Background: an optimization exercise with open tools, aiming at small area and a short achievable clock period. Do not read the settings as production practice. Only simulation tests tie the RTL to the original design; equivalence was not proved. Power and IR drop assume default switching activity.

## design/flow/run.sh

```bash
#!/bin/bash
# synth_recipe.tcl (not shown) runs the flow's synth.tcl, then flattens the netlist and writes it again
# the make line also repeats each setting of config.mk as NAME=value (left out here)
make -C /OpenROAD-flow-scripts/flow DESIGN_CONFIG=/design/flow/config.mk WORK_HOME=/design/flow/orfs CLKGATE_MAP_FILE= SYNTH_SCRIPT=/design/flow/synth_recipe.tcl finish
```

## design/flow/config.mk

```make
export PLATFORM = sky130hd
export DESIGN_NAME = pipe4stage
export DESIGN_NICKNAME = pipe4stage
export VERILOG_FILES = /design/flow/design.v
export SDC_FILE = /design/flow/constraint.sdc
export NUM_CORES = 4
export LEC_CHECK = 0
export CAP_MARGIN = 40
export CORE_MARGIN = 2
export CORE_UTILIZATION = 50
export CTS_CLUSTER_DIAMETER = 100
export CTS_CLUSTER_SIZE = 30
export SETUP_SLACK_MARGIN = 2.85
export SLEW_MARGIN = 40
export SYNTH_HIERARCHICAL = 1
export TNS_END_PERCENT = 20
```

## design/flow/constraint.sdc

```tcl
create_clock -name core_clock -period 5.8 [get_ports {clk1}]
set_input_delay 1.1600 -clock core_clock [delete_from_list [all_inputs] [get_ports {clk1}]]
set_output_delay 1.1600 -clock core_clock [all_outputs]
set_load 0.01 [all_outputs]
```

## design/flow/design.v

```verilog
module pipe4stage (
  input  logic        clk1,
  input  logic        rst,
  input  logic [3:0]  rs1,
  input  logic [3:0]  rs2,
  input  logic [3:0]  rd,
  input  logic [3:0]  func,
  input  logic [7:0]  addr,
  input  logic        write,
  input  logic [7:0]  dbg_addr,
  output logic [15:0] zout,
  output logic [15:0] dbg_data
);
  logic [15:0][15:0]  rf_q;
  logic [255:0][15:0] mem_q;
  logic          v1_q;
  logic [73-1:0] r1_q;
  logic [3:0]    rd1_q;
  logic [7:0]    addr1_q;
  logic          v2_q;
  logic [15:0]   z2_q;
  logic [3:0]    rd2_q;
  logic [7:0]    addr2_q;
  logic          v3_q;
  logic [15:0]   z3_q;
  logic [7:0]    addr3_q;
  logic [73-1:0] s1_d;
  logic [15:0]   alu_d;
  logic [15:0]   rdw_a, rdw_b;
  p4_s1 u_s1 (.rf(rf_q), .rs1(rs1), .rs2(rs2), .func(func), .d(s1_d));
  p4_s2 u_s2 (.r(r1_q), .alu_d(alu_d));
  p4_mrd u_mrd (.mem(mem_q), .addr(dbg_addr), .rdw_a(rdw_a), .rdw_b(rdw_b));
  always_ff @(posedge clk1) begin
    if (rst) begin
      for (int unsigned i = 0; i < 16; i++) rf_q[i] <= 16'(i);
      v1_q <= 1'b0;
      v2_q <= 1'b0;
      v3_q <= 1'b0;
    end else begin
      v1_q <= write;
      v2_q <= v1_q;
      v3_q <= v2_q;
      if (v2_q) rf_q[rd2_q] <= z2_q;
    end
  end
  logic        z2_en;
  logic [15:0] z2_d;
  assign z2_en = v1_q | rst;
  assign z2_d  = alu_d & {16{~rst}};
  always_ff @(posedge clk1) if (z2_en) z2_q <= z2_d;
  always_ff @(posedge clk1) begin
    r1_q    <= s1_d;
    rd1_q   <= rd;
    addr1_q <= addr;
    rd2_q   <= rd1_q;
    addr2_q <= addr1_q;
    z3_q    <= z2_q;
    addr3_q <= addr2_q;
  end
  logic        st_en;
  logic [15:0] dbg_a_q, dbg_b_q;
  assign st_en = !rst && v3_q;
  always_ff @(posedge clk1) begin
    for (int w = 0; w < 256; w++)
      if (st_en && addr3_q == 8'(w)) mem_q[w] <= z3_q;
  end
  always_ff @(posedge clk1) begin
    dbg_a_q <= rdw_a;
    dbg_b_q <= rdw_b;
  end
  assign zout     = z2_q;
  assign dbg_data = dbg_a_q | dbg_b_q;
endmodule
module p4_s1 (
  input  logic [15:0][15:0] rf,
  input  logic [3:0]        rs1,
  input  logic [3:0]        rs2,
  input  logic [3:0]        func,
  output logic [73-1:0]     d
);
  logic [15:0] a, b;
  p4_rfrd u_rda (.rf(rf), .rs(rs1), .q(a));
  p4_rfrd u_rdb (.rf(rf), .rs(rs2), .q(b));
  logic        is_mul, is_add, is_sub;
  assign is_mul = (func == 4'd2);
  assign is_add = (func == 4'd0);
  assign is_sub = (func == 4'd1);
  logic [15:0] pp [8];
  always_comb begin
    logic        bl, neg, one, two;
    logic [15:0] m;
    for (int i = 0; i < 8; i++) pp[i] = '0;
    for (int i = 0; i < 8; i++) begin
      bl  = (i == 0) ? 1'b0 : b[2*i-1];
      neg = is_mul & b[2*i+1];
      one = is_mul & (b[2*i] ^ bl);
      two = is_mul & ((b[2*i+1] & ~b[2*i] & ~bl) | (~b[2*i+1] & b[2*i] & bl));
      m   = ({16{one}} & a) | ({16{two}} & {a[14:0], 1'b0});
      if (i < 7) begin
        pp[i]   = pp[i] | ((m ^ {16{neg}}) << (2*i));
        pp[i+1] = pp[i+1] | (16'(neg) << (2*i));
      end else begin
        pp[i][14] = m[0];
        pp[i][15] = m[1] ^ (neg & m[0]);
      end
    end
  end
  logic [3:0]  tt;
  logic        sh_r, sh_l;
  always_comb begin
    tt   = 4'b0000;
    sh_r = 1'b0;
    sh_l = 1'b0;
    case (func)
      4'd0, 4'd1, 4'd3: tt = 4'b1100;    
      4'd4:    tt = 4'b1010;             
      4'd5:    tt = 4'b1000;             
      4'd6:    tt = 4'b1110;             
      4'd7:    tt = 4'b0110;             
      4'd8:    tt = 4'b0011;             
      4'd9:    tt = 4'b0101;             
      4'd10:   sh_r = 1'b1;              
      4'd11:   sh_l = 1'b1;              
      default: ;
    endcase
  end
  logic [15:0] lres, opb;
  always_comb begin
    for (int j = 0; j < 16; j++) begin
      lres[j] = tt[{a[j], b[j]}] | (sh_r & (j < 15 ? a[(j+1)%16] : 1'b0))
                                 | (sh_l & (j > 0 ? a[(j+15)%16] : 1'b0));
      opb[j]  = b[j] ? is_add : is_sub;
    end
  end
  logic [15:0] row0, row1, row2, row3, row4, row5, row6, row7;
  assign row0 = pp[0] | lres;
  assign row1 = pp[1] | opb;
  assign row2 = pp[2] | {15'b0, is_sub};
  assign row3 = pp[3];
  assign row4 = pp[4];
  assign row5 = pp[5];
  assign row6 = pp[6];
  assign row7 = pp[7];
  logic s1n1;
  logic s1n2;
  logic s1n3;
  logic s1n4;
  logic s1n5;
  logic s1n6;
  logic s1n7;
  logic s1n8;
  logic s1n9;
  logic s1n10;
  logic s1n11;
  logic s1n12;
  logic s1n13;
  logic s1n14;
  logic s1n15;
  logic s1n16;
  logic s1n17;
  logic s1n18;
  p4_xor2 u_s1n1 (.a(row0[10]), .b(row1[10]), .y(s1n1));
  assign s1n2 = row0[10] & row1[10];
  p4_xor2 u_s1n3 (.a(row0[11]), .b(row1[11]), .y(s1n3));
  assign s1n4 = row0[11] & row1[11];
  p4_xor3 u_s1n5 (.a(row0[12]), .b(row1[12]), .c(row2[12]), .y(s1n5));
  p4_maj3 u_s1n6 (.a(row0[12]), .b(row1[12]), .c(row2[12]), .y(s1n6));
  p4_xor2 u_s1n7 (.a(row3[12]), .b(row4[12]), .y(s1n7));
  assign s1n8 = row3[12] & row4[12];
  p4_xor3 u_s1n9 (.a(row0[13]), .b(row1[13]), .c(row2[13]), .y(s1n9));
  p4_maj3 u_s1n10 (.a(row0[13]), .b(row1[13]), .c(row2[13]), .y(s1n10));
  p4_xor2 u_s1n11 (.a(row3[13]), .b(row4[13]), .y(s1n11));
  assign s1n12 = row3[13] & row4[13];
  p4_xor3 u_s1n13 (.a(row0[14]), .b(row1[14]), .c(row2[14]), .y(s1n13));
  p4_maj3 u_s1n14 (.a(row0[14]), .b(row1[14]), .c(row2[14]), .y(s1n14));
  p4_xor3 u_s1n15 (.a(row3[14]), .b(row4[14]), .c(row5[14]), .y(s1n15));
  p4_maj3 u_s1n16 (.a(row3[14]), .b(row4[14]), .c(row5[14]), .y(s1n16));
  p4_xor3 u_s1n17 (.a(row0[15]), .b(row1[15]), .c(row2[15]), .y(s1n17));
  p4_xor3 u_s1n18 (.a(row3[15]), .b(row4[15]), .c(row5[15]), .y(s1n18));
  assign d[0] = row0[0];
  assign d[1] = row1[0];
  assign d[2] = row2[0];
  assign d[3] = row0[1];
  assign d[4] = row1[1];
  assign d[5] = row0[2];
  assign d[6] = row1[2];
  assign d[7] = row2[2];
  assign d[8] = row0[3];
  assign d[9] = row1[3];
  assign d[10] = row0[4];
  assign d[11] = row1[4];
  assign d[12] = row2[4];
  assign d[13] = row3[4];
  assign d[14] = row0[5];
  assign d[15] = row1[5];
  assign d[16] = row2[5];
  assign d[17] = row0[6];
  assign d[18] = row1[6];
  assign d[19] = row2[6];
  assign d[20] = row3[6];
  assign d[21] = row4[6];
  assign d[22] = row0[7];
  assign d[23] = row1[7];
  assign d[24] = row2[7];
  assign d[25] = row3[7];
  assign d[26] = row0[8];
  assign d[27] = row1[8];
  assign d[28] = row2[8];
  assign d[29] = row3[8];
  assign d[30] = row4[8];
  assign d[31] = row5[8];
  assign d[32] = row0[9];
  assign d[33] = row1[9];
  assign d[34] = row2[9];
  assign d[35] = row3[9];
  assign d[36] = row4[9];
  assign d[37] = s1n1;
  assign d[38] = row2[10];
  assign d[39] = row3[10];
  assign d[40] = row4[10];
  assign d[41] = row5[10];
  assign d[42] = row6[10];
  assign d[43] = s1n2;
  assign d[44] = s1n3;
  assign d[45] = row2[11];
  assign d[46] = row3[11];
  assign d[47] = row4[11];
  assign d[48] = row5[11];
  assign d[49] = s1n4;
  assign d[50] = s1n5;
  assign d[51] = s1n7;
  assign d[52] = row5[12];
  assign d[53] = row6[12];
  assign d[54] = row7[12];
  assign d[55] = s1n6;
  assign d[56] = s1n8;
  assign d[57] = s1n9;
  assign d[58] = s1n11;
  assign d[59] = row5[13];
  assign d[60] = row6[13];
  assign d[61] = s1n10;
  assign d[62] = s1n12;
  assign d[63] = s1n13;
  assign d[64] = s1n15;
  assign d[65] = row6[14];
  assign d[66] = row7[14];
  assign d[67] = s1n14;
  assign d[68] = s1n16;
  assign d[69] = s1n17;
  assign d[70] = s1n18;
  assign d[71] = row6[15];
  assign d[72] = row7[15];
endmodule
module p4_s2 (
  input  logic [73-1:0] r,
  output logic [15:0]   alu_d
);
  logic s2n1;
  logic s2n2;
  logic s2n3;
  logic s2n4;
  logic s2n5;
  logic s2n6;
  logic s2n7;
  logic s2n8;
  logic s2n9;
  logic s2n10;
  logic s2n11;
  logic s2n12;
  logic s2n13;
  logic s2n14;
  logic s2n15;
  logic s2n16;
  logic s2n17;
  logic s2n18;
  logic s2n19;
  logic s2n20;
  logic s2n21;
  logic s2n22;
  logic s2n23;
  logic s2n24;
  logic s2n25;
  logic s2n26;
  logic s2n27;
  logic s2n28;
  logic s2n29;
  logic s2n30;
  logic s2n31;
  logic s2n32;
  logic s2n33;
  logic s2n34;
  logic s2n35;
  logic s2n36;
  logic s2n37;
  logic s2n38;
  logic s2n39;
  logic s2n40;
  logic s2n41;
  logic s2n42;
  logic s2n43;
  logic s2n44;
  logic s2n45;
  logic s2n46;
  logic s2n47;
  logic s2n48;
  logic s2n49;
  logic s2n50;
  logic s2n51;
  logic s2n52;
  logic s2n53;
  logic s2n54;
  logic s2n55;
  logic s2n56;
  logic s2n57;
  logic s2n58;
  logic s2n59;
  logic s2n60;
  logic s2n61;
  logic s2n62;
  logic s2n63;
  logic s2n64;
  logic s2n65;
  logic s2n66;
  logic s2n67;
  logic s2n68;
  logic s2n69;
  logic s2n70;
  logic s2n71;
  logic s2n72;
  logic s2n73;
  logic s2n74;
  logic s2n75;
  logic s2n76;
  logic s2n77;
  logic s2n78;
  logic s2n79;
  logic s2n80;
  logic s2n81;
  logic s2n82;
  logic s2n83;
  logic s2n84;
  logic s2n85;
  logic s2n86;
  logic s2n87;
  logic s2n88;
  p4_xor2 u_s2n1 (.a(r[17]), .b(r[18]), .y(s2n1));
  assign s2n2 = r[17] & r[18];
  p4_xor2 u_s2n3 (.a(r[22]), .b(r[23]), .y(s2n3));
  assign s2n4 = r[22] & r[23];
  p4_xor3 u_s2n5 (.a(r[26]), .b(r[27]), .c(r[28]), .y(s2n5));
  p4_maj3 u_s2n6 (.a(r[26]), .b(r[27]), .c(r[28]), .y(s2n6));
  p4_xor2 u_s2n7 (.a(r[29]), .b(r[30]), .y(s2n7));
  assign s2n8 = r[29] & r[30];
  p4_xor3 u_s2n9 (.a(r[32]), .b(r[33]), .c(r[34]), .y(s2n9));
  p4_maj3 u_s2n10 (.a(r[32]), .b(r[33]), .c(r[34]), .y(s2n10));
  p4_xor2 u_s2n11 (.a(r[35]), .b(r[36]), .y(s2n11));
  assign s2n12 = r[35] & r[36];
  p4_xor3 u_s2n13 (.a(r[37]), .b(r[38]), .c(r[39]), .y(s2n13));
  p4_maj3 u_s2n14 (.a(r[37]), .b(r[38]), .c(r[39]), .y(s2n14));
  p4_xor3 u_s2n15 (.a(r[40]), .b(r[41]), .c(r[42]), .y(s2n15));
  p4_maj3 u_s2n16 (.a(r[40]), .b(r[41]), .c(r[42]), .y(s2n16));
  p4_xor3 u_s2n17 (.a(r[43]), .b(r[44]), .c(r[45]), .y(s2n17));
  p4_maj3 u_s2n18 (.a(r[43]), .b(r[44]), .c(r[45]), .y(s2n18));
  p4_xor3 u_s2n19 (.a(r[46]), .b(r[47]), .c(r[48]), .y(s2n19));
  p4_maj3 u_s2n20 (.a(r[46]), .b(r[47]), .c(r[48]), .y(s2n20));
  p4_xor3 u_s2n21 (.a(r[49]), .b(r[50]), .c(r[51]), .y(s2n21));
  p4_maj3 u_s2n22 (.a(r[49]), .b(r[50]), .c(r[51]), .y(s2n22));
  p4_xor3 u_s2n23 (.a(r[52]), .b(r[53]), .c(r[54]), .y(s2n23));
  p4_maj3 u_s2n24 (.a(r[52]), .b(r[53]), .c(r[54]), .y(s2n24));
  p4_xor3 u_s2n25 (.a(r[55]), .b(r[56]), .c(r[57]), .y(s2n25));
  p4_maj3 u_s2n26 (.a(r[55]), .b(r[56]), .c(r[57]), .y(s2n26));
  p4_xor3 u_s2n27 (.a(r[58]), .b(r[59]), .c(r[60]), .y(s2n27));
  p4_maj3 u_s2n28 (.a(r[58]), .b(r[59]), .c(r[60]), .y(s2n28));
  p4_xor3 u_s2n29 (.a(r[61]), .b(r[62]), .c(r[63]), .y(s2n29));
  p4_maj3 u_s2n30 (.a(r[61]), .b(r[62]), .c(r[63]), .y(s2n30));
  p4_xor3 u_s2n31 (.a(r[64]), .b(r[65]), .c(r[66]), .y(s2n31));
  p4_maj3 u_s2n32 (.a(r[64]), .b(r[65]), .c(r[66]), .y(s2n32));
  p4_xor3 u_s2n33 (.a(r[67]), .b(r[68]), .c(r[69]), .y(s2n33));
  p4_xor3 u_s2n34 (.a(r[70]), .b(r[71]), .c(r[72]), .y(s2n34));
  p4_xor2 u_s2n35 (.a(r[10]), .b(r[11]), .y(s2n35));
  assign s2n36 = r[10] & r[11];
  p4_xor2 u_s2n37 (.a(r[14]), .b(r[15]), .y(s2n37));
  assign s2n38 = r[14] & r[15];
  p4_xor3 u_s2n39 (.a(s2n1), .b(r[19]), .c(r[20]), .y(s2n39));
  p4_maj3 u_s2n40 (.a(s2n1), .b(r[19]), .c(r[20]), .y(s2n40));
  p4_xor3 u_s2n41 (.a(s2n2), .b(s2n3), .c(r[24]), .y(s2n41));
  p4_maj3 u_s2n42 (.a(s2n2), .b(s2n3), .c(r[24]), .y(s2n42));
  p4_xor3 u_s2n43 (.a(s2n4), .b(s2n5), .c(s2n7), .y(s2n43));
  p4_maj3 u_s2n44 (.a(s2n4), .b(s2n5), .c(s2n7), .y(s2n44));
  p4_xor3 u_s2n45 (.a(s2n6), .b(s2n8), .c(s2n9), .y(s2n45));
  p4_maj3 u_s2n46 (.a(s2n6), .b(s2n8), .c(s2n9), .y(s2n46));
  p4_xor3 u_s2n47 (.a(s2n10), .b(s2n12), .c(s2n13), .y(s2n47));
  p4_maj3 u_s2n48 (.a(s2n10), .b(s2n12), .c(s2n13), .y(s2n48));
  p4_xor3 u_s2n49 (.a(s2n14), .b(s2n16), .c(s2n17), .y(s2n49));
  p4_maj3 u_s2n50 (.a(s2n14), .b(s2n16), .c(s2n17), .y(s2n50));
  p4_xor3 u_s2n51 (.a(s2n18), .b(s2n20), .c(s2n21), .y(s2n51));
  p4_maj3 u_s2n52 (.a(s2n18), .b(s2n20), .c(s2n21), .y(s2n52));
  p4_xor3 u_s2n53 (.a(s2n22), .b(s2n24), .c(s2n25), .y(s2n53));
  p4_maj3 u_s2n54 (.a(s2n22), .b(s2n24), .c(s2n25), .y(s2n54));
  p4_xor3 u_s2n55 (.a(s2n26), .b(s2n28), .c(s2n29), .y(s2n55));
  p4_maj3 u_s2n56 (.a(s2n26), .b(s2n28), .c(s2n29), .y(s2n56));
  p4_xor3 u_s2n57 (.a(s2n30), .b(s2n32), .c(s2n33), .y(s2n57));
  p4_xor2 u_s2n58 (.a(r[0]), .b(r[1]), .y(s2n58));
  assign s2n59 = r[0] & r[1];
  p4_xor2 u_s2n60 (.a(r[3]), .b(r[4]), .y(s2n60));
  assign s2n61 = r[3] & r[4];
  p4_xor3 u_s2n62 (.a(r[5]), .b(r[6]), .c(r[7]), .y(s2n62));
  p4_maj3 u_s2n63 (.a(r[5]), .b(r[6]), .c(r[7]), .y(s2n63));
  p4_xor2 u_s2n64 (.a(r[8]), .b(r[9]), .y(s2n64));
  assign s2n65 = r[8] & r[9];
  p4_xor3 u_s2n66 (.a(s2n35), .b(r[12]), .c(r[13]), .y(s2n66));
  p4_maj3 u_s2n67 (.a(s2n35), .b(r[12]), .c(r[13]), .y(s2n67));
  p4_xor3 u_s2n68 (.a(s2n36), .b(s2n37), .c(r[16]), .y(s2n68));
  p4_maj3 u_s2n69 (.a(s2n36), .b(s2n37), .c(r[16]), .y(s2n69));
  p4_xor3 u_s2n70 (.a(s2n38), .b(s2n39), .c(r[21]), .y(s2n70));
  p4_maj3 u_s2n71 (.a(s2n38), .b(s2n39), .c(r[21]), .y(s2n71));
  p4_xor3 u_s2n72 (.a(s2n40), .b(s2n41), .c(r[25]), .y(s2n72));
  p4_maj3 u_s2n73 (.a(s2n40), .b(s2n41), .c(r[25]), .y(s2n73));
  p4_xor3 u_s2n74 (.a(s2n42), .b(s2n43), .c(r[31]), .y(s2n74));
  p4_maj3 u_s2n75 (.a(s2n42), .b(s2n43), .c(r[31]), .y(s2n75));
  p4_xor3 u_s2n76 (.a(s2n44), .b(s2n45), .c(s2n11), .y(s2n76));
  p4_maj3 u_s2n77 (.a(s2n44), .b(s2n45), .c(s2n11), .y(s2n77));
  p4_xor3 u_s2n78 (.a(s2n46), .b(s2n47), .c(s2n15), .y(s2n78));
  p4_maj3 u_s2n79 (.a(s2n46), .b(s2n47), .c(s2n15), .y(s2n79));
  p4_xor3 u_s2n80 (.a(s2n48), .b(s2n49), .c(s2n19), .y(s2n80));
  p4_maj3 u_s2n81 (.a(s2n48), .b(s2n49), .c(s2n19), .y(s2n81));
  p4_xor3 u_s2n82 (.a(s2n50), .b(s2n51), .c(s2n23), .y(s2n82));
  p4_maj3 u_s2n83 (.a(s2n50), .b(s2n51), .c(s2n23), .y(s2n83));
  p4_xor3 u_s2n84 (.a(s2n52), .b(s2n53), .c(s2n27), .y(s2n84));
  p4_maj3 u_s2n85 (.a(s2n52), .b(s2n53), .c(s2n27), .y(s2n85));
  p4_xor3 u_s2n86 (.a(s2n54), .b(s2n55), .c(s2n31), .y(s2n86));
  p4_maj3 u_s2n87 (.a(s2n54), .b(s2n55), .c(s2n31), .y(s2n87));
  p4_xor3 u_s2n88 (.a(s2n56), .b(s2n57), .c(s2n34), .y(s2n88));
  logic [15:0] x, y;
  assign x = {s2n87, s2n85, s2n83, s2n81, s2n79, s2n77, s2n75, s2n73, s2n71, s2n69, s2n67, s2n65, s2n63, s2n61, s2n59, s2n58};
  assign y = {s2n88, s2n86, s2n84, s2n82, s2n80, s2n78, s2n76, s2n74, s2n72, s2n70, s2n68, s2n66, s2n64, s2n62, s2n60, r[2]};
  logic [15:0] p0;
  logic [4:0][15:0] gl, pl;    
  for (genvar i = 0; i < 16; i++) begin : g_pg
    p4_xor2 u_p (.a(x[i]), .b(y[i]), .y(p0[i]));
    assign gl[0][i] = x[i] & y[i];
    assign pl[0][i] = p0[i];
  end
  for (genvar k = 1; k <= 4; k++) begin : g_lvl
    localparam int D = 1 << (k - 1);
    for (genvar i = 0; i < 16; i++) begin : g_bit
      if (i >= D) begin : g_node
        if (k % 2 == 1) begin : g_inv
          p4_pfx_n u_n (.g(gl[k-1][i]), .p(pl[k-1][i]), .gi(gl[k-1][i-D]), .pi(pl[k-1][i-D]),
                        .go(gl[k][i]), .po(pl[k][i]));
        end else begin : g_true
          p4_pfx_t u_n (.g(gl[k-1][i]), .p(pl[k-1][i]), .gi(gl[k-1][i-D]), .pi(pl[k-1][i-D]),
                        .go(gl[k][i]), .po(pl[k][i]));
        end
      end else begin : g_pass
        assign gl[k][i] = ~gl[k-1][i];
        assign pl[k][i] = ~pl[k-1][i];
      end
    end
  end
  for (genvar i = 0; i < 16; i++) begin : g_sum
    if (i == 0) begin : g_lsb
      assign alu_d[i] = p0[i];
    end else begin : g_rest
      p4_xor2 u_s (.a(p0[i]), .b(gl[4][i-1]), .y(alu_d[i]));
    end
  end
endmodule
module p4_rfrd (
  input  logic [15:0][15:0] rf,
  input  logic [3:0]        rs,
  output logic [15:0]       q
);
  always_comb begin
    q = '0;
    for (int i = 0; i < 16; i++) q = q | (rf[i] & {16{rs == 4'(i)}});
  end
endmodule
module p4_pfx_n (input logic g, input logic p, input logic gi, input logic pi,
                 output logic go, output logic po);
  assign go = ~(g | (p & gi));
  assign po = ~(p & pi);
endmodule
module p4_pfx_t (input logic g, input logic p, input logic gi, input logic pi,
                 output logic go, output logic po);
  assign go = ~(g & (p | gi));
  assign po = ~(p | pi);
endmodule
module p4_xor3 (input logic a, input logic b, input logic c, output logic y);
  assign y = a ^ b ^ c;
endmodule
module p4_maj3 (input logic a, input logic b, input logic c, output logic y);
  assign y = (a & b) | (a & c) | (b & c);
endmodule
module p4_xor2 (input logic a, input logic b, output logic y);
  assign y = a ^ b;
endmodule
module p4_mrd (
  input  logic [255:0][15:0] mem,
  input  logic [7:0]         addr,
  output logic [15:0]        rdw_a,
  output logic [15:0]        rdw_b
);
  logic [15:0] lo, hi;
  always_comb begin
    for (int i = 0; i < 16; i++) begin
      lo[i] = (addr[3:0] == 4'(i));
      hi[i] = (addr[7:4] == 4'(i));
    end
  end
  logic [15:0][15:0] grp;
  for (genvar g = 0; g < 16; g++) begin : g_grp
    p4_sel16 u_grp (.d(mem[16*g +: 16]), .sel(lo), .y(grp[g]));
  end
  p4_sel8 u_fin_a (.d(grp[7:0]), .sel(hi[7:0]), .y(rdw_a));
  p4_sel8 u_fin_b (.d(grp[15:8]), .sel(hi[15:8]), .y(rdw_b));
endmodule
module p4_sel8 (
  input  logic [7:0][15:0] d,
  input  logic [7:0]       sel,
  output logic [15:0]      y
);
  always_comb begin
    y = '0;
    for (int i = 0; i < 8; i++) y = y | (d[i] & {16{sel[i]}});
  end
endmodule
module p4_sel16 (
  input  logic [15:0][15:0] d,
  input  logic [15:0]       sel,
  output logic [15:0]       y
);
  always_comb begin
    y = '0;
    for (int i = 0; i < 16; i++) y = y | (d[i] & {16{sel[i]}});
  end
endmodule
```

==> results.toml, run 1 <==
[cts]
postCtsHoldBufs = 0
clkSinkCount = 4524
clock-root-buffer = "clkbuf_16"
clk_pin_slew_ns = 0.12
cts.path.max_buffers = 4
clkLatencyLatePin_ns = 0.98
cts_made_buffers = 181
cts_tree = "yes"
htreeDepth = 4

[global_route]
grt_pass1_vias = 99025
antenna_found_initial = 34
gr-total-overflow = 0
grt_pass1_wl_um = 776600
grt_util_all_layers_pct = 30.75
grt_max_degree = 197

[outcome]
status = "no timing/DRC/antenna violations"

[final_layout]
design_area_mm2 = 0.1944
fin_nets = 10662
drive_gt1_share_pct = 18.77
syn_to_final_growth_pct = 11.10
layout.cells.non_filler = 15369

[critical_path]
critical_path_required_ns = 6.48
slowest_stage = "a22oi_2"
arrival_ns = 4.08
slowest_delay_ns = 0.62
path_cells = "buf_16, buf_12, and4bb_4, buf_12, buf_16, buf_4, a221oi_2, nand4_1, a22oi_2, nand4_1"
path_class = "in2reg"
endpoint_kind = "register"
cp_max_fo = 42
startpoint_type = "input port"

[power_and_ir_drop]
vdd.ir_drop.worst_uv = 250.3
total_leakage_power_nw = 62.08
power_density_mw_per_mm2 = 304.7

[synth]
synth.avg_cell_area_um2 = 17.07
synth_area_mm2 = 0.1750
syn_inst = 10248
synth_warnings = 13
syn_nets = 10285

[drt]
wl_per_cell_um = 36.82
drtIter0Drc = 16047
routed-wl-met3_um = 60050
wl_met2_um = 260600
post_drt_via_cell_ratio = 6.937
wl_met1_um = 221400
post-route-drc-count = 0
ant_nets = 0
wirelength_um = 565900
drt_pass1_iterations = 6
via_count = 106612
top_layer = "met5"

[flow_run]
maxCapViolations = 0

[place]
hpwl_um = 336600
portBuffers = 66
dp_cells = 14735
gp_congestion = 0.9498
placed_cell_area_mm2 = 0.1820

[floorplan]
core_area_mm2 = 0.3489
dieArea_mm2 = 0.3547
die_y_um = 595.6
rows = 217
num_io_pins = 67
die_x_um = 595.6
start_util_pct = 50.15

[timing]
slew_headroom_pct = 36.95
fmax_ghz = 0.2948
worstMarginPinSlew_ns = 0.9457
period_minus_slack_ns = 3.392
fin_crit_sh_pct = 58.49
rsz0062_at_grt = "true"
fin_worst_skew_ns = 0.08987
setup_violations = 0
slew_violations = 0
hold_violations = 0

[worst_hold_path]
hold_path_class = "reg2reg"
==> worst paths after layout <==
path	start	to	slack, ns	cells after the start
setup / recovery	dbg_addr[0]	dbg_a_q[7]	2.41	10
hold / removal	addr2_q[3]	addr3_q[3]	0.34	0
setup reg to reg	addr3_q[6]	mem_q[1730]	2.71	4
hold reg to reg	addr2_q[3]	addr3_q[3]	0.34	0
==> power by group <==
part           internal [W]  switching (W)
clock network       0.00622        0.00997
logic               0.00172        0.00410
registers            0.0368       0.000427
total                0.0447         0.0145
==> through the flow <==
stage / utilization [%] / hold WS, ns / TNS (ns) / setup slack (ns) / total power, W
6_report: 55.72 / 0.3353 / 0 / 2.408 / 0.05924
5_1_grt: 55.70 / 0.3472 / 0 / 2.690 / 0.06059
4_1_cts: 54.94 / 0.3329 / 0 / 2.722 / 0.05894
3_5_place_dp: 52.16 / 0.3120 / -0.02814 / -0.02814 / 0.04291
3_3_place_gp: 52.03 / 0.3139 / -0.2910 / -0.1407 / 0.04272
2_1_floorplan: - / 0.3096 / 0 / 1.823 / 0.04048
==> registers in the layout, summed over array words and instances, names as in the netlist <==
register  cells
z3_q         16
v1_q          1
v3_q          1
r1_q         73
rf_q        256
addr1_q       8
rd1_q         4
addr3_q       8
dbg_b_q      16
addr2_q       8
rd2_q         4
dbg_a_q      16
z2_q         16
v2_q          1
mem_q      4096
==> cell usage in the layout, fill, tap and decap left out, types with 35 or more instances in the layout <==
cell,n
a21oi_1,156
a21oi_2,38
a221oi_1,962
a221oi_2,120
a22o_1,1054
a22oi_1,186
a22oi_2,67
a32o_1,63
a32oi_1,41
buf_12,114
buf_16,35
buf_4,829
buf_6,66
clkbuf_1,83
clkbuf_16,201
dfxtp_1,365
edfxtp_1,4112
maj3_2,37
mux2i_1,94
nand2_1,177
nand3_1,89
nand4_1,290
nor2_1,380
nor2b_1,75
o21ai_0,101
o22ai_1,42
xor2_1,48
==> final cells by class <==
type	instances	area [um^2]
fillers	26761	154500
inverters	27	123.9
well taps	4599	5754
diodes	32	80.08
flip-flops and latches	4524	131900
repair buffers	1146	11880
clock inverters	22	337.8
clock buffers	274	5037
multi-input cells	4745	39310
==> per-layer routing <==
| metal | vias to the layer above | track usage [%] |
|---|---|---|
| li1 | 43326 | - |
| met1 | 55852 | 43.51 |
| met2 | 6498 | 48.28 |
| met3 | 926 | 5.811 |
| met4 | 10 | 10.03 |
| met5 | - | 0 |
==> critical path, delay by kind of cell <==
kind            cells  cell delay, ns
simple gates        3            1.07
compound gates      2            0.86
buf+inv             5            0.84
==> what timing repair did <==
action / in CTS / in global routing
resized for setup: 636 / 280
setup buffers: 154 / 89
cloned: 35 / 14
setup endpoints to repair: 3822 / 436
pin swaps: 108 / 164
==> inputs of run 2 (changes only) <==
--- a/design/flow/design.v
+++ b/design/flow/design.v
@@ -26,10 +26,10 @@
   logic [7:0]    addr3_q;
   logic [73-1:0] s1_d;
   logic [15:0]   alu_d;
-  logic [15:0]   rdw_a, rdw_b;
+  logic [3:0][15:0] rdw;
   p4_s1 u_s1 (.rf(rf_q), .rs1(rs1), .rs2(rs2), .func(func), .d(s1_d));
   p4_s2 u_s2 (.r(r1_q), .alu_d(alu_d));
-  p4_mrd u_mrd (.mem(mem_q), .addr(dbg_addr), .rdw_a(rdw_a), .rdw_b(rdw_b));
+  p4_mrd u_mrd (.mem(mem_q), .addr(dbg_addr), .rdw(rdw));
   always_ff @(posedge clk1) begin
     if (rst) begin
       for (int unsigned i = 0; i < 16; i++) rf_q[i] <= 16'(i);
@@ -58,18 +58,15 @@
     addr3_q <= addr2_q;
   end
   logic        st_en;
-  logic [15:0] dbg_a_q, dbg_b_q;
+  logic [3:0][15:0] dbg_q;
   assign st_en = !rst && v3_q;
   always_ff @(posedge clk1) begin
     for (int w = 0; w < 256; w++)
       if (st_en && addr3_q == 8'(w)) mem_q[w] <= z3_q;
   end
-  always_ff @(posedge clk1) begin
-    dbg_a_q <= rdw_a;
-    dbg_b_q <= rdw_b;
-  end
+  always_ff @(posedge clk1) dbg_q <= rdw;
   assign zout     = z2_q;
-  assign dbg_data = dbg_a_q | dbg_b_q;
+  assign dbg_data = (dbg_q[0] | dbg_q[1]) | (dbg_q[2] | dbg_q[3]);
 endmodule
 module p4_s1 (
   input  logic [15:0][15:0] rf,
@@ -79,8 +76,8 @@
   output logic [73-1:0]     d
 );
   logic [15:0] a, b;
-  p4_rfrd u_rda (.rf(rf), .rs(rs1), .q(a));
-  p4_rfrd u_rdb (.rf(rf), .rs(rs2), .q(b));
+  assign a = rf[rs1];
+  assign b = rf[rs2];
   logic        is_mul, is_add, is_sub;
   assign is_mul = (func == 4'd2);
   assign is_add = (func == 4'd0);
@@ -466,16 +463,6 @@
     end
   end
 endmodule
-module p4_rfrd (
-  input  logic [15:0][15:0] rf,
-  input  logic [3:0]        rs,
-  output logic [15:0]       q
-);
-  always_comb begin
-    q = '0;
-    for (int i = 0; i < 16; i++) q = q | (rf[i] & {16{rs == 4'(i)}});
-  end
-endmodule
 module p4_pfx_n (input logic g, input logic p, input logic gi, input logic pi,
                  output logic go, output logic po);
   assign go = ~(g | (p & gi));
@@ -498,8 +485,7 @@
 module p4_mrd (
   input  logic [255:0][15:0] mem,
   input  logic [7:0]         addr,
-  output logic [15:0]        rdw_a,
-  output logic [15:0]        rdw_b
+  output logic [3:0][15:0]   rdw
 );
   logic [15:0] lo, hi;
   always_comb begin
@@ -512,17 +498,18 @@
   for (genvar g = 0; g < 16; g++) begin : g_grp
     p4_sel16 u_grp (.d(mem[16*g +: 16]), .sel(lo), .y(grp[g]));
   end
-  p4_sel8 u_fin_a (.d(grp[7:0]), .sel(hi[7:0]), .y(rdw_a));
-  p4_sel8 u_fin_b (.d(grp[15:8]), .sel(hi[15:8]), .y(rdw_b));
+  for (genvar q = 0; q < 4; q++) begin : g_fin
+    p4_sel4 u_fin (.d(grp[4*q +: 4]), .sel(hi[4*q +: 4]), .y(rdw[q]));
+  end
 endmodule
-module p4_sel8 (
-  input  logic [7:0][15:0] d,
-  input  logic [7:0]       sel,
+module p4_sel4 (
+  input  logic [3:0][15:0] d,
+  input  logic [3:0]       sel,
   output logic [15:0]      y
 );
   always_comb begin
     y = '0;
-    for (int i = 0; i < 8; i++) y = y | (d[i] & {16{sel[i]}});
+    for (int i = 0; i < 4; i++) y = y | (d[i] & {16{sel[i]}});
   end
 endmodule
 module p4_sel16 (
--- a/design/flow/config.mk
+++ b/design/flow/config.mk
@@ -8,9 +8,8 @@
 export CAP_MARGIN = 40
 export CORE_MARGIN = 2
 export CORE_UTILIZATION = 50
-export CTS_CLUSTER_DIAMETER = 100
-export CTS_CLUSTER_SIZE = 30
-export SETUP_SLACK_MARGIN = 2.85
+export CTS_CLUSTER_DIAMETER = 80
+export CTS_CLUSTER_SIZE = 24
+export SETUP_SLACK_MARGIN = 3.0
 export SLEW_MARGIN = 40
 export SYNTH_HIERARCHICAL = 1
-export TNS_END_PERCENT = 20
==> results.toml, run 2 <==
[critical_path]
reg2reg_depth = 10
ff2ff_setup_slack_ns = 2.80
critical_path_required_ns = 4.64
arrival_ns = 2.17
endpoint_kind = "primary output"
rr_startpoint = "r1_q[43]"
path_class = "reg2out"
r2r_end = "z2_q[15]"
startpoint_type = "register"
cp_max_fo = 1

[final_layout]
fin_util_pct = 56.64
multi_input_area_mm2 = 0.04015
largest_reg_flops = 4096
layout_commonest_cell = "edfxtp_1"
largest_register = "mem_q"
final_cell_mix = "edfxtp_1 (4112), a22o_1 (1046), a221oi_1 (938), buf_4 (489), dfxtp_1 (375)"
drive_gt1_share_pct = 21.16
fillers = 25931
top_regs = "mem_q (4096), rf_q (256), r1_q (73)"
fin_nets = 10064
ff_latch_area_mm2 = 0.1325
design_area_mm2 = 0.1961
syn_to_final_growth_pct = 12.76

[global_route]
grt_pass1_vias = 95447
busiest_layer = "met2"
grt_max_degree = 193
met3_usage_pct = 4.552
grt_pass1_wl_um = 734800
antenna_found_initial = 22
gr-total-overflow = 0
grt_util_all_layers_pct = 29.04
grt_util_met1_pct = 41.06
grt.met2_usage_pct = 45.50

[worst_hold_path]
min_from = "rd1_q[0]"
hold_end = "rd2_q[0]"
whs_path_depth = 0
hold_path_class = "reg2reg"

[drt]
wirelength_um = 528400
post-route-drc-count = 0
via_count = 100352
drtIter0Drc = 14050
post_drt_via_cell_ratio = 6.786
wl_per_cell_um = 35.73
drt_pass1_iterations = 9
ant_nets = 0

[power_and_ir_drop]
total_leakage_power_nw = 61.42
power_density_mw_per_mm2 = 298.8
combPwrFrac_pct = 6.8
internal-power_w = 0.04508
vdd.ir_drop.worst_uv = 270.1
seq_power_share_pct = 62.7
p_total_w = 0.05859
p_switching_w = 0.01350
p_sw_share_pct = 23.05
clock_power_share_pct = 30.5

[synth]
syn_nets = 9777
synth_area_mm2 = 0.1739
synth_warnings = 12
syn_inst = 9740
synth.avg_cell_area_um2 = 17.85

[place]
gp_congestion = 0.8757
placed_cell_area_mm2 = 0.1815
portBuffers = 66
hpwl_um = 315700

[timing]
fin_worst_skew_ns = 0.07605
fin_crit_sh_pct = 57.35
setup_violations = 0
rsz0062_at_grt = "true"
setup_tns_ns = 0
slew_headroom_pct = 38.55
period_minus_slack_ns = 3.326
hold_violations = 0
fmax_ghz = 0.3007
hold_ws_ns = 0.3331
worstMarginPinSlew_ns = 0.9217
slew_violations = 0

[flow_run]
maxCapViolations = 0

[floorplan]
num_io_pins = 67
core_area_mm2 = 0.3462
start_util_pct = 50.23
dieArea_mm2 = 0.3525
die_y_um = 593.7
die_x_um = 593.7
rows = 216

[cts]
postCtsHoldBufs = 0
clkLatencyLatePin_ns = 0.98
cts_tree = "yes"
clk_pin_slew_ns = 0.10
cts_made_buffers = 222
htreeDepth = 4
clock-root-buffer = "clkbuf_16"
cts.path.max_buffers = 4
clkSinkCount = 4556

[outcome]
status = "no timing/DRC/antenna violations"
## run 2: changes by cell type in the layout (fill, tap and decap cells not counted), sizes merged, moves of 38 or more
cell    previous run  this run
nand2            201       288
nor2b             85        33
a22oi            253       153
mux4               0       155
clkbuf           292       367
a221oi          1098      1036
a21oi            200       137
o21ai            131        68
o22ai             56        12
inv               36        74
buf             1073       861
## run 2: repair_timing
item,CTS,global route
endpoints found under the setup margin,4195,993
cloned,8,9
gates resized for setup,562,213
setup buffers,271,105
endpoints found under the hold margin,0,0
pin swaps,210,152
## run 2: per-layer routing
layer | up-vias | share of wire [%]
li1 | 41249 | -
met5 | - | 0.019
met3 | 868 | 9.5
met1 | 52802 | 39
met4 | 16 | 4.6
met2 | 5417 | 46
## run 2: worst max-delay path: stages (launching register included)
cell,delay (ns)
dfxtp_4,0.42
or4_4,0.62
buf_6,0.16
## run 2: cell type report
class                   instances  area share [%]
multi-input cells            4297           20.48
repair buffers                888           5.473
well taps                    4578           2.921
inverters                      62          0.1295
clock inverters                37          0.2393
clock buffers                 362           3.150
flip-flops and latches       4556           67.60
diodes                          9         0.01149
## run 2: worst max-delay path by stage
stage / depth (start not counted) / startpoint / to / slack (ns)
floorplan: 13 / rs2[0] / r1_q[64] / 1.94
global placement: 9 / dbg_addr[2] / dbg_q[4] / 0.32
detailed placement: 10 / dbg_addr[3] / dbg_q[58] / 0.62
CTS: 2 / dbg_q[7] / dbg_data[7] / 2.40
global route: 2 / dbg_q[8] / dbg_data[8] / 2.47
finish: 2 / dbg_q[8] / dbg_data[8] / 2.47
## run 2: power by group through the flow
stage                     combinational, W  clock (W)  sequential [W]
after global placement             0.00334          0          0.0375
after detailed placement           0.00352          0          0.0375
after floorplan                    0.00149          0          0.0377
final                              0.00398     0.0179          0.0367
after CTS                          0.00378     0.0181          0.0367
after global routing               0.00412     0.0191          0.0367
## run 2: metrics by stage
| stage | setup slack, ns | instances |
|---|---|---|
| after floorplan | 1.942 | 9740 |
| after global placement | 0.3195 | 13943 |
| after detailed placement | 0.6175 | 13978 |
| after CTS | 2.405 | 14656 |
| after global routing | 2.466 | 14782 |
| final | 2.474 | 14789 |
==> inputs of run 3 (changes only) <==
--- a/design/flow/design.v
+++ b/design/flow/design.v
@@ -65,8 +65,13 @@
       if (st_en && addr3_q == 8'(w)) mem_q[w] <= z3_q;
   end
   always_ff @(posedge clk1) dbg_q <= rdw;
-  assign zout     = z2_q;
-  assign dbg_data = (dbg_q[0] | dbg_q[1]) | (dbg_q[2] | dbg_q[3]);
+  assign zout = z2_q;
+  logic [15:0] dbg_n01, dbg_n23;
+  for (genvar i = 0; i < 16; i++) begin : g_dbg_or
+    p4_nor2  u_n01 (.a(dbg_q[0][i]), .b(dbg_q[1][i]), .y(dbg_n01[i]));
+    p4_nor2  u_n23 (.a(dbg_q[2][i]), .b(dbg_q[3][i]), .y(dbg_n23[i]));
+    p4_nand2 u_or  (.a(dbg_n01[i]), .b(dbg_n23[i]), .y(dbg_data[i]));
+  end
 endmodule
 module p4_s1 (
   input  logic [15:0][15:0] rf,
@@ -473,6 +478,12 @@
   assign go = ~(g & (p | gi));
   assign po = ~(p | pi);
 endmodule
+module p4_nor2 (input logic a, input logic b, output logic y);
+  assign y = ~(a | b);
+endmodule
+module p4_nand2 (input logic a, input logic b, output logic y);
+  assign y = ~(a & b);
+endmodule
 module p4_xor3 (input logic a, input logic b, input logic c, output logic y);
   assign y = a ^ b ^ c;
 endmodule
==> results.toml, run 3 <==
[floorplan]
die_y_um = 594.4
dieArea_mm2 = 0.3533
rows = 216
die_x_um = 594.4
num_io_pins = 67
core_area_mm2 = 0.3465
start_util_pct = 50.30

[final_layout]
syn_to_final_growth_pct = 10.83
layout.cells.non_filler = 14713
layout_commonest_cell = "edfxtp_1"
final_cell_mix = "edfxtp_1 (4112), a22o_1 (1043), a221oi_1 (981), buf_4 (432), dfxtp_1 (374)"
ff_latch_area_mm2 = 0.1325
fillers = 26391
fin_nets = 9978
largest_register = "mem_q"
multi_input_area_mm2 = 0.03965
top_regs = "mem_q (4096), rf_q (256), r1_q (73)"
drive_gt1_share_pct = 19.04
largest_reg_flops = 4096

[place]
dp_cells = 14017
gp_congestion = 0.8876
hpwl_um = 308700
portBuffers = 66

[synth]
synth_warnings = 12
syn_nets = 9853
synth.avg_cell_area_um2 = 17.76
syn_inst = 9816
synth_area_mm2 = 0.1743

[power_and_ir_drop]
total_leakage_power_nw = 60.38
vdd.ir_drop.worst_uv = 274.9
p_total_w = 0.05861
power_density_mw_per_mm2 = 303.4

[drt]
ant_nets = 0
via_count = 99733
drt_pass1_iterations = 10
post_drt_via_cell_ratio = 6.779
post-route-drc-count = 0
drtIter0Drc = 13561
wirelength_um = 522300
wl_per_cell_um = 35.50

[timing]
rsz0062_at_grt = "true"
hold_violations = 0
fin_crit_sh_pct = 55.04
period_minus_slack_ns = 3.192
slew_violations = 0
slew_headroom_pct = 36.01
worstMarginPinSlew_ns = 0.9599
setup_violations = 0
fmax_ghz = 0.3133
fin_worst_skew_ns = 0.06824
setup_tns_ns = 0

[cts]
cts_tree = "yes"
clkLatencyLatePin_ns = 1.01
postCtsHoldBufs = 0
clkSinkCount = 4556
clk_pin_slew_ns = 0.09
cts_made_buffers = 224
htreeDepth = 4
cts.path.max_buffers = 4
clock-root-buffer = "clkbuf_16"

[global_route]
busiest_layer = "met2"
grt_util_met1_pct = 40.20
grt_util_all_layers_pct = 28.65
gr-total-overflow = 0
grt_pass1_vias = 93926
grt_max_degree = 192
grt_pass1_wl_um = 725900
grt.met2_usage_pct = 45.28
met3_usage_pct = 4.732
antenna_found_initial = 17

[critical_path]
path_cells = "nor2_4, nand2_4, buf_6"
cp_max_fo = 1
slowest_delay_ns = 0.39
critical_path_required_ns = 4.64
startpoint_type = "register"
endpoint_kind = "primary output"
slowest_stage = "dfxtp_4"
path_class = "reg2out"
arrival_ns = 2.03

[flow_run]
maxCapViolations = 0

[worst_hold_path]
hold_path_class = "reg2reg"

[outcome]
status = "no timing/DRC/antenna violations"
[run 3: cell types whose count changed in the layout (fill, tap and decap cells not counted), sizes merged, moves of 18 or more]
| cell | before | now |
|---|---|---|
| buf | 861 | 693 |
| nand2b | 14 | 84 |
| nand2 | 288 | 329 |
| a21oi | 137 | 171 |
| nor2 | 398 | 373 |
| a32oi | 26 | 3 |
| nand3 | 79 | 56 |
| o21ai | 68 | 91 |
| a32o | 41 | 22 |
| or4 | 18 | 0 |
[run 3: routing by layer]
layer  vias to the layer above  part of all wire [%]
met2                      5299                    47
met3                       833                   9.2
met1                     52564                    40
met4                         2                   4.5
li1                      41035                     -
met5                         -                0.0023
[run 3: metrics by stage]
stage | hold WS [ns] | utilization [%] | setup WS (ns) | instance area [um^2]
6_report | 0.3303 | 55.75 | 2.608 | 193200
5_1_grt | 0.3384 | 55.75 | 2.602 | 193100
4_1_cts | 0.3332 | 55.33 | 2.597 | 191700
3_5_place_dp | 0.3128 | 52.27 | 0.7244 | 181100
3_3_place_gp | 0.3152 | 52.08 | 0.7640 | 180500
2_1_floorplan | 0.3096 | - | 1.942 | 176400
[run 3: area by class of cell]
cell class / count / area share [%]
antenna: 16 / 0.02073
clock buffer: 366 / 3.215
clock inverter: 38 / 0.2830
inverter: 66 / 0.1444
multi-input combinational: 4375 / 20.52
sequential: 4556 / 68.61
tap: 4578 / 2.965
timing repair buffer: 718 / 4.235
[run 3: path summary, 6_finish.rpt]
| check | start | slack, ns | to | cells after the start |
|---|---|---|---|---|
| worst max-delay path | dbg_q[3] | 2.61 | dbg_data[3] | 3 |
| worst min-delay path | addr2_q[4] | 0.33 | addr3_q[4] | 0 |
| worst max register to register | r1_q[50] | 2.81 | z2_q[14] | 11 |
| worst min register to register | addr2_q[4] | 0.33 | addr3_q[4] | 0 |
[run 3: power by group]
part           switching, W  internal [W]
clock                0.0105       0.00755
combinational       0.00274       0.00109
sequential         0.000332        0.0364
[run 3: critical path: cells and delay by family, from the launching register on]
kind                   cells  cell delay [ns]
DFF                        1             0.39
buffers and inverters      1             0.14
and+or+nand+nor            2             0.49
[run 3: what timing repair did]
| action | CTS | global route |
|---|---|---|
| cloned | 14 | 5 |
| pin swaps | 167 | 109 |
| buffers inserted | 186 | 65 |
| gates resized for setup | 552 | 130 |
| setup endpoints to repair | 3996 | 707 |
==> inputs of run 4 (changes only) <==
--- a/design/flow/config.mk
+++ b/design/flow/config.mk
@@ -10,6 +10,7 @@
 export CORE_UTILIZATION = 50
 export CTS_CLUSTER_DIAMETER = 80
 export CTS_CLUSTER_SIZE = 24
-export SETUP_SLACK_MARGIN = 3.0
+export SETUP_SLACK_MARGIN = 2.85
 export SLEW_MARGIN = 40
 export SYNTH_HIERARCHICAL = 1
+export TNS_END_PERCENT = 20
==> results.toml, run 4 <==
[global_route]
grt_max_degree = 189
grt_util_all_layers_pct = 28.74
gr-total-overflow = 0
grt_pass1_wl_um = 729600
antenna_found_initial = 24
grt_pass1_vias = 95214

[worst_hold_path]
hold_end = "addr3_q[5]"
hold_path_class = "reg2reg"
whs_path_depth = 0
min_from = "addr2_q[5]"

[drt]
via_count = 100334
drt_pass1_iterations = 6
ant_nets = 0
post-route-drc-count = 0
wirelength_um = 522300
drtIter0Drc = 14112
post_drt_via_cell_ratio = 6.751
wl_per_cell_um = 35.14

[power_and_ir_drop]
p_total_w = 0.05832
clock_power_share_pct = 30.5
vdd.ir_drop.worst_uv = 284.8
combPwrFrac_pct = 6.6
internal-power_w = 0.04507
total_leakage_power_nw = 60.88
p_switching_w = 0.01325
p_sw_share_pct = 22.71
seq_power_share_pct = 62.9
power_density_mw_per_mm2 = 304.6

[place]
portBuffers = 66
gp_congestion = 0.9095
dp_cells = 14267
hpwl_um = 314400

[critical_path]
path_class = "reg2out"
reg2reg_depth = 5
rr_startpoint = "addr3_q[0]"
ff2ff_setup_slack_ns = 2.79
critical_path_required_ns = 4.64
arrival_ns = 1.94
r2r_end = "mem_q[3394]"
startpoint_type = "register"
endpoint_kind = "primary output"
cp_max_fo = 1

[outcome]
status = "no timing/DRC/antenna violations"

[cts]
clkLatencyLatePin_ns = 1.00
cts_tree = "yes"
postCtsHoldBufs = 0
clock-root-buffer = "clkbuf_16"
cts_made_buffers = 220
clkSinkCount = 4556
clk_pin_slew_ns = 0.09
cts.path.max_buffers = 4
htreeDepth = 4

[final_layout]
fin_util_pct = 55.26
drive_gt1_share_pct = 17.09
syn_to_final_growth_pct = 9.851
final_cell_mix = "edfxtp_1 (4112), a22o_1 (1043), a221oi_1 (1003), buf_4 (635), dfxtp_1 (386)"
layout.cells.non_filler = 14863
layout_commonest_cell = "edfxtp_1"
fin_nets = 10131
largest_register = "mem_q"
largest_reg_flops = 4096
top_regs = "mem_q (4096), rf_q (256), r1_q (73)"

[synth]
syn_nets = 9853
syn_inst = 9816
synth_area_mm2 = 0.1743
synth.avg_cell_area_um2 = 17.76
synth_warnings = 12

[floorplan]
core_area_mm2 = 0.3465
num_io_pins = 67
rows = 216
start_util_pct = 50.30
die_x_um = 594.4
die_y_um = 594.4
dieArea_mm2 = 0.3533

[timing]
period_minus_slack_ns = 3.096
rsz0062_at_grt = "true"
slew_violations = 0
worstMarginPinSlew_ns = 0.9558
fmax_ghz = 0.3230
fin_worst_skew_ns = 0.07615
fin_crit_sh_pct = 53.37
slew_headroom_pct = 36.28
setup_tns_ns = 0
setup_violations = 0
hold_violations = 0

[flow_run]
maxCapViolations = 0
## run 4: worst max-delay path by stage
stage	end	startpoint	depth (start not counted)
final	dbg_data[15]	dbg_q[31]	3
after global routing	z2_q[10]	r1_q[28]	10
after CTS	mem_q[318]	rst	7
after detailed placement	dbg_q[35]	dbg_addr[2]	9
after global placement	dbg_q[54]	dbg_addr[2]	10
after floorplan	r1_q[69]	rs2[0]	12
## run 4: critical path, stage by stage, from the launching register on
cell	delay [ns]
dfxtp_1	0.36
nor2_4	0.34
nand2_4	0.11
buf_6	0.15
## run 4: repair_timing
item | 4_1_cts | 5_1_grt
resized for setup | 506 | 99
gates cloned | 8 | 9
endpoints found under the setup margin | 1616 | 1752
buffers inserted | 96 | 56
pin swaps | 103 | 37
## run 4: power groups by stage
| stage | clock network (W) | logic, W | registers (W) |
|---|---|---|---|
| after floorplan | 0 | 0.00144 | 0.0377 |
| after global placement | 0 | 0.00324 | 0.0375 |
| after detailed placement | 0 | 0.00344 | 0.0375 |
| after CTS | 0.0180 | 0.00365 | 0.0367 |
| after global routing | 0.0191 | 0.00398 | 0.0367 |
| final | 0.0178 | 0.00383 | 0.0367 |
## run 4: metal layers
metal  up-vias  part of all wire (%)  GRT usage (%)
met2      5566                    46          44.92
met4         8                   4.4          10.83
met5         -                0.0096              0
met3       847                    10          4.422
met1     52670                    39          40.98
li1      41243                     -              -
## run 4: layout make-up
type                       instances  area [um^2]
fill                           26669       155000
multi-input combinational       4369        37350
clock buffer                     378         6266
sequential                      4556       132500
tap                             4578         5728
clock inverter                    28        342.8
antenna                            7        17.52
inverter                          66        265.3
timing repair buffer             881         8976
## run 4: per-stage QoR
stage / setup slack, ns / cell area, um^2 / hold slack [ns]
2_1_floorplan: 1.651 / 174300 / 0.3096
3_3_place_gp: 0.5028 / 180600 / 0.3148
3_5_place_dp: 0.6141 / 181100 / 0.3121
4_1_cts: 2.638 / 190000 / 0.3321
5_1_grt: 2.684 / 191400 / 0.3422
6_report: 2.704 / 191500 / 0.3295
==> inputs of run 5 (changes only) <==
--- a/design/flow/config.mk
+++ b/design/flow/config.mk
@@ -10,7 +10,7 @@
 export CORE_UTILIZATION = 50
 export CTS_CLUSTER_DIAMETER = 80
 export CTS_CLUSTER_SIZE = 24
-export SETUP_SLACK_MARGIN = 2.85
+export SETUP_SLACK_MARGIN = 2.75
 export SLEW_MARGIN = 40
 export SYNTH_HIERARCHICAL = 1
-export TNS_END_PERCENT = 20
+export TNS_END_PERCENT = 10
==> results.toml, run 5 <==
[outcome]
status = "no timing/DRC/antenna violations"

[critical_path]
slowest_stage = "a221oi_1"
startpoint_type = "input port"
reg2reg_depth = 6
arrival_ns = 4.17
path_class = "in2reg"
cp_max_fo = 22
slowest_delay_ns = 0.56
path_cells = "buf_4, and4b_4, buf_12, buf_4, a22o_1, a221oi_1, nand4_1, a22oi_1, nand2_1"
critical_path_required_ns = 6.68
endpoint_kind = "register"
path_common_cell = "buf_4"

[global_route]
grt_pass1_vias = 94822
gr-total-overflow = 0
grt_util_all_layers_pct = 28.63
antenna_found_initial = 26
grt_pass1_wl_um = 726900
grt_max_degree = 189

[drt]
post-route-drc-count = 0
drtIter0Drc = 13979
wirelength_um = 518000
post_drt_via_cell_ratio = 6.761
wl_per_cell_um = 35.08
via_count = 99852
ant_nets = 0
routed-wl-met3_um = 50590
wl_met1_um = 205300
wl_met2_um = 242300
drt_pass1_iterations = 6
top_layer = "met5"

[final_layout]
final_cell_mix = "edfxtp_1 (4112), a22o_1 (1043), a221oi_1 (1010), buf_4 (573), dfxtp_1 (386)"
top_regs = "mem_q (4096), rf_q (256), r1_q (73)"
drive_gt1_share_pct = 15.50
layout.cells.non_filler = 14768
largest_register = "mem_q"
fin_nets = 10027
largest_reg_flops = 4096
syn_to_final_growth_pct = 8.914
layout_commonest_cell = "edfxtp_1"
fin_util_pct = 54.79

[power_and_ir_drop]
vdd.ir_drop.worst_uv = 284.9
power_density_mw_per_mm2 = 306.6
total_leakage_power_nw = 60.06

[place]
place_ws_ns = 0.6141
gp_congestion = 0.9095
portBuffers = 66
dp_cells = 14267
hpwl_um = 314400

[floorplan]
num_io_pins = 67
core_area_mm2 = 0.3465
die_x_um = 594.4
start_util_pct = 50.30
die_y_um = 594.4
rows = 216
dieArea_mm2 = 0.3533

[cts]
clkSinkCount = 4556
postCtsHoldBufs = 0
cts_tree = "yes"
clock-root-buffer = "clkbuf_16"
cts_made_buffers = 220
cts.path.max_buffers = 4
clk_pin_slew_ns = 0.10
clkLatencyLatePin_ns = 0.99
htreeDepth = 4

[worst_hold_path]
hold_path_class = "reg2reg"
whs_path_depth = 0

[synth]
synth_area_mm2 = 0.1743
synth_warnings = 12
syn_nets = 9853
synth.avg_cell_area_um2 = 17.76
syn_inst = 9816

[timing]
rsz0062_at_grt = "true"
fmax_ghz = 0.3043
worst_slack_ns = 2.514
fin_worst_skew_ns = 0.07260
slew_headroom_pct = 37.24
worstMarginPinSlew_ns = 0.9413
slew_violations = 0
fin_crit_sh_pct = 56.65
setup_tns_ns = 0
hold_violations = 0
period_minus_slack_ns = 3.286
setup_violations = 0

[flow_run]
maxCapViolations = 0
## run 5: repair_timing
action | 4_1_cts | 5_1_grt
cloned | 8 | 0
resized for setup | 337 | 80
setup buffers | 43 | 14
pin swaps | 60 | 23
endpoints found under the setup margin | 987 | 1306
hold endpoints to repair | 0 | 0
## run 5: cell type report
class / count / area, um^2
multi-input combinational: 4369 / 37070
inverter: 66 / 251.5
fill: 26822 / 156600
tap: 4578 / 5728
clock inverter: 28 / 342.8
timing repair buffer: 777 / 7607
clock buffer: 378 / 6266
sequential: 4556 / 132500
antenna: 16 / 40.04
## run 5: through the flow
step                      cell area (um^2)  total power [W]  hold slack (ns)
after global routing                189800          0.05962           0.3424
after global placement              180600          0.04076           0.3148
after detailed placement            181100          0.04089           0.3121
after floorplan                     174300          0.03918           0.3096
after CTS                           189000          0.05825           0.3321
final                               189800          0.05821           0.3268
## run 5: final timing paths
path              slack [ns]   startpoint     endpoint
setup / recovery        2.51  dbg_addr[1]    dbg_q[41]
hold / removal          0.33   addr2_q[5]   addr3_q[5]
setup reg to reg        2.58   addr3_q[3]  mem_q[1991]
hold reg to reg         0.33   addr2_q[5]   addr3_q[5]
## run 5: worst max-delay path, delay by kind of cell
kind	cells	cell delay (ns)
buf+inv	3	0.80
simple gates	3	1.01
compound gates	3	1.13
## run 5: metal layers
metal	vias to the layer above	track usage, %
met1	52314	40.90
met3	827	4.281
met2	5662	45.17
li1	41047	-
met4	2	9.885
met5	-	0
## run 5: where the power goes
group          leakage, nW  internal [W]  switching [W]  total, W
sequential            41.0        0.0364       0.000307    0.0367
combinational         15.9       0.00104        0.00266   0.00370
clock                 3.15       0.00758         0.0102    0.0178
total                 60.1        0.0450         0.0132    0.0582
==> inputs of run 6 (changes only) <==
--- a/design/flow/config.mk
+++ b/design/flow/config.mk
@@ -10,7 +10,6 @@
 export CORE_UTILIZATION = 50
 export CTS_CLUSTER_DIAMETER = 80
 export CTS_CLUSTER_SIZE = 24
-export SETUP_SLACK_MARGIN = 2.75
+export SETUP_SLACK_MARGIN = 3.15
 export SLEW_MARGIN = 40
 export SYNTH_HIERARCHICAL = 1
-export TNS_END_PERCENT = 10
==> results.toml, run 6 <==
[critical_path]
ff2ff_setup_slack_ns = 2.83
r2r_end = "z2_q[14]"
critPathLaunch = "dbg_q[4]"
critical_path_required_ns = 4.64
slowest_delay_ns = 0.39
cp.depth = 3
slowest_stage = "dfxtp_4"
crit_buf_inv = 1
crit_path_end = "dbg_data[4]"
path_class = "reg2out"
rr_startpoint = "r1_q[33]"
cp_max_fo = 1
endpoint_kind = "primary output"
path_cells = "nor2_4, nand2_4, buf_6"
reg2reg_depth = 11
startpoint_type = "register"
crit_family = "simple AND/OR/NAND/NOR gates"
arrival_ns = 2.03

[drt]
post_drt_via_cell_ratio = 6.823
wirelength_um = 546400
drtIter0Drc = 14989
via_count = 102521
ant_nets = 0
drt_pass1_iterations = 15
wl_per_cell_um = 36.37
post-route-drc-count = 0

[final_layout]
design_area_mm2 = 0.1997
top_regs = "mem_q (4096), rf_q (256), r1_q (73)"
fin_nets = 10296
final_cell_mix = "edfxtp_1 (4112), a22o_1 (1043), a221oi_1 (866), buf_4 (548), dfxtp_1 (376)"
largest_register = "mem_q"
fin_util_pct = 57.65
drive_gt1_share_pct = 23.65
syn_to_final_growth_pct = 14.60
largest_reg_flops = 4096
layout_commonest_cell = "edfxtp_1"
fillers = 25777

[synth]
synth_warnings = 12
synth.avg_cell_area_um2 = 17.76
syn_inst = 9816
synth_area_mm2 = 0.1743
syn_nets = 9853

[power_and_ir_drop]
vdd.ir_drop.worst_uv = 254.3
combPwrFrac_pct = 7.1
seq_power_share_pct = 62.3
p_sw_share_pct = 23.04
p_switching_w = 0.01357
p_total_w = 0.05890
internal-power_w = 0.04533
clock_power_share_pct = 30.6
total_leakage_power_nw = 63.19
power_density_mw_per_mm2 = 294.9

[cts]
clock-root-buffer = "clkbuf_16"
clkSinkCount = 4556
htreeDepth = 4
clk_pin_slew_ns = 0.10
cts.path.max_buffers = 4
cts_made_buffers = 220
cts_tree = "yes"
postCtsHoldBufs = 0
clkLatencyLatePin_ns = 0.99

[floorplan]
rows = 216
die_y_um = 594.4
num_io_pins = 67
dieArea_mm2 = 0.3533
die_x_um = 594.4
start_util_pct = 50.30
core_area_mm2 = 0.3465

[global_route]
gr-total-overflow = 0
grt_pass1_vias = 95950
grt_util_all_layers_pct = 29.59
grt_max_degree = 191
grt_pass1_wl_um = 747600
antenna_found_initial = 19

[place]
portBuffers = 66
placed_cell_area_mm2 = 0.1811
gp_congestion = 0.8852
hpwl_um = 310100

[timing]
slew_headroom_pct = 33.63
rsz0062_at_grt = "true"
period_minus_slack_ns = 3.194
fmax_ghz = 0.3131
setup_tns_ns = 0
fin_worst_skew_ns = 0.06444
fin_crit_sh_pct = 55.06
hold_violations = 0
setup_violations = 0
slew_violations = 0
hold_ws_ns = 0.3105
worstMarginPinSlew_ns = 0.9956

[flow_run]
maxCapViolations = 0

[worst_hold_path]
hold_path_class = "reg2reg"

[outcome]
status = "no timing/DRC/antenna violations"
[run 6: cell type report]
class,instances,area [um^2],area share [%]
Timing Repair Buffer,1040,13150,6.584
Clock buffer,364,6161,3.084
Clock inverter,36,541.8,0.2712
Sequential cell,4556,132500,66.35
Inverter,66,281.5,0.1409
Antenna cell,11,27.53,0.01378
Multi-Input combinational cell,4375,41320,20.69
Tap cell,4578,5728,2.868
[run 6: worst reg2reg max path: cells and delay by family (launching register included)]
kind / cells / cell delay, ns
AOI/OAI and AO/OA: 1 / 0.21
xor gates and xnor gates: 5 / 1.55
DFF: 1 / 0.34
buffers and inverters: 1 / 0.15
and+or+nand+nor: 4 / 0.46
[run 6: worst min-delay path by stage]
stage / start / slack [ns] / depth (start not counted) / to
floorplan: addr1_q[0] / 0.31 / 0 / addr2_q[0]
global placement: addr2_q[5] / 0.31 / 0 / addr3_q[5]
detailed placement: addr2_q[3] / 0.31 / 0 / addr3_q[3]
CTS: addr2_q[1] / 0.30 / 0 / addr3_q[1]
global route: addr2_q[1] / 0.31 / 0 / addr3_q[1]
finish: addr2_q[1] / 0.31 / 0 / addr3_q[1]
[run 6: stage by stage]
stage	setup WS, ns	cells
after global placement	0.2803	13966
after floorplan	1.942	9816
after CTS	2.538	14849
after detailed placement	0.5379	13987
final	2.606	15026
after global routing	2.612	15018
[run 6: layer usage]
metal	wire length [um]	track usage, %
met5	283	0
met4	25180	10.57
met3	52170	4.212
met2	259100	47.54
met1	209700	41.48
[run 6: power groups by stage]
stage	combinational [W]	clock (W)	sequential [W]
after floorplan	0.00151	0	0.0377
after global placement	0.00327	0	0.0376
after detailed placement	0.00346	0	0.0375
after CTS	0.00386	0.0182	0.0367
after global routing	0.00431	0.0192	0.0367
final	0.00418	0.0180	0.0367
[run 6: timing repair]
| action | in CTS | in global routing |
|---|---|---|
| resized for setup | 710 | 336 |
| pin swaps | 286 | 243 |
| setup buffers | 430 | 134 |
| gates cloned | 32 | 19 |
| endpoints found under the setup margin | 4508 | 726 |

-- afterwards: timing with drivers on the ports --
In the flow no input, the clock included, has a driving cell. The finished layouts below were timed again as built, in two steps. Step 1 (the two cells are an assumption about what drives the block):
set clk [get_ports {clk1}]
set_driving_cell -lib_cell sky130_fd_sc_hd__clkbuf_16 $clk
set_driving_cell -lib_cell sky130_fd_sc_hd__buf_2 [delete_from_list [all_inputs] $clk]
Step 2 also shifts input and output timing later by t, the mid clock arrival at the registers, as if the neighbouring blocks saw the same clock. Three values: ideal ports, drivers, drivers and shift; two values: the first two.
| run | shift t [ns] | setup WS [ns] | latest minus earliest clock arrival (ns) | worst register clock-pin slew, ns | cell pins on the clock port's net |
|---|---|---|---|---|---|
| run 1 | 1.043 | 2.408 / 2.206 / 1.163 | 0.096 / 0.095 | 0.12 / 0.12 | 1 |
| run 2 | 1.067 | 2.474 / 2.364 / 1.525 | 0.107 / 0.108 | 0.10 / 0.10 | 1 |
| run 3 | 1.106 | 2.608 / 2.482 / 1.586 | 0.075 / 0.075 | 0.10 / 0.10 | 1 |
| run 4 | 1.056 | 2.704 / 2.546 / 1.490 | 0.085 / 0.085 | 0.11 / 0.11 | 1 |
| run 5 | 1.054 | 2.514 / 2.446 / 1.484 | 0.082 / 0.082 | 0.10 / 0.10 | 1 |
| run 6 | 1.058 | 2.606 / 2.509 / 1.568 | 0.070 / 0.069 | 0.11 / 0.11 | 1 |
After both steps every run listed still meets setup and hold. For run 1, which loses most, drivers alone change the setup slack by -0.202 ns; drivers and shift together by -1.245 ns.
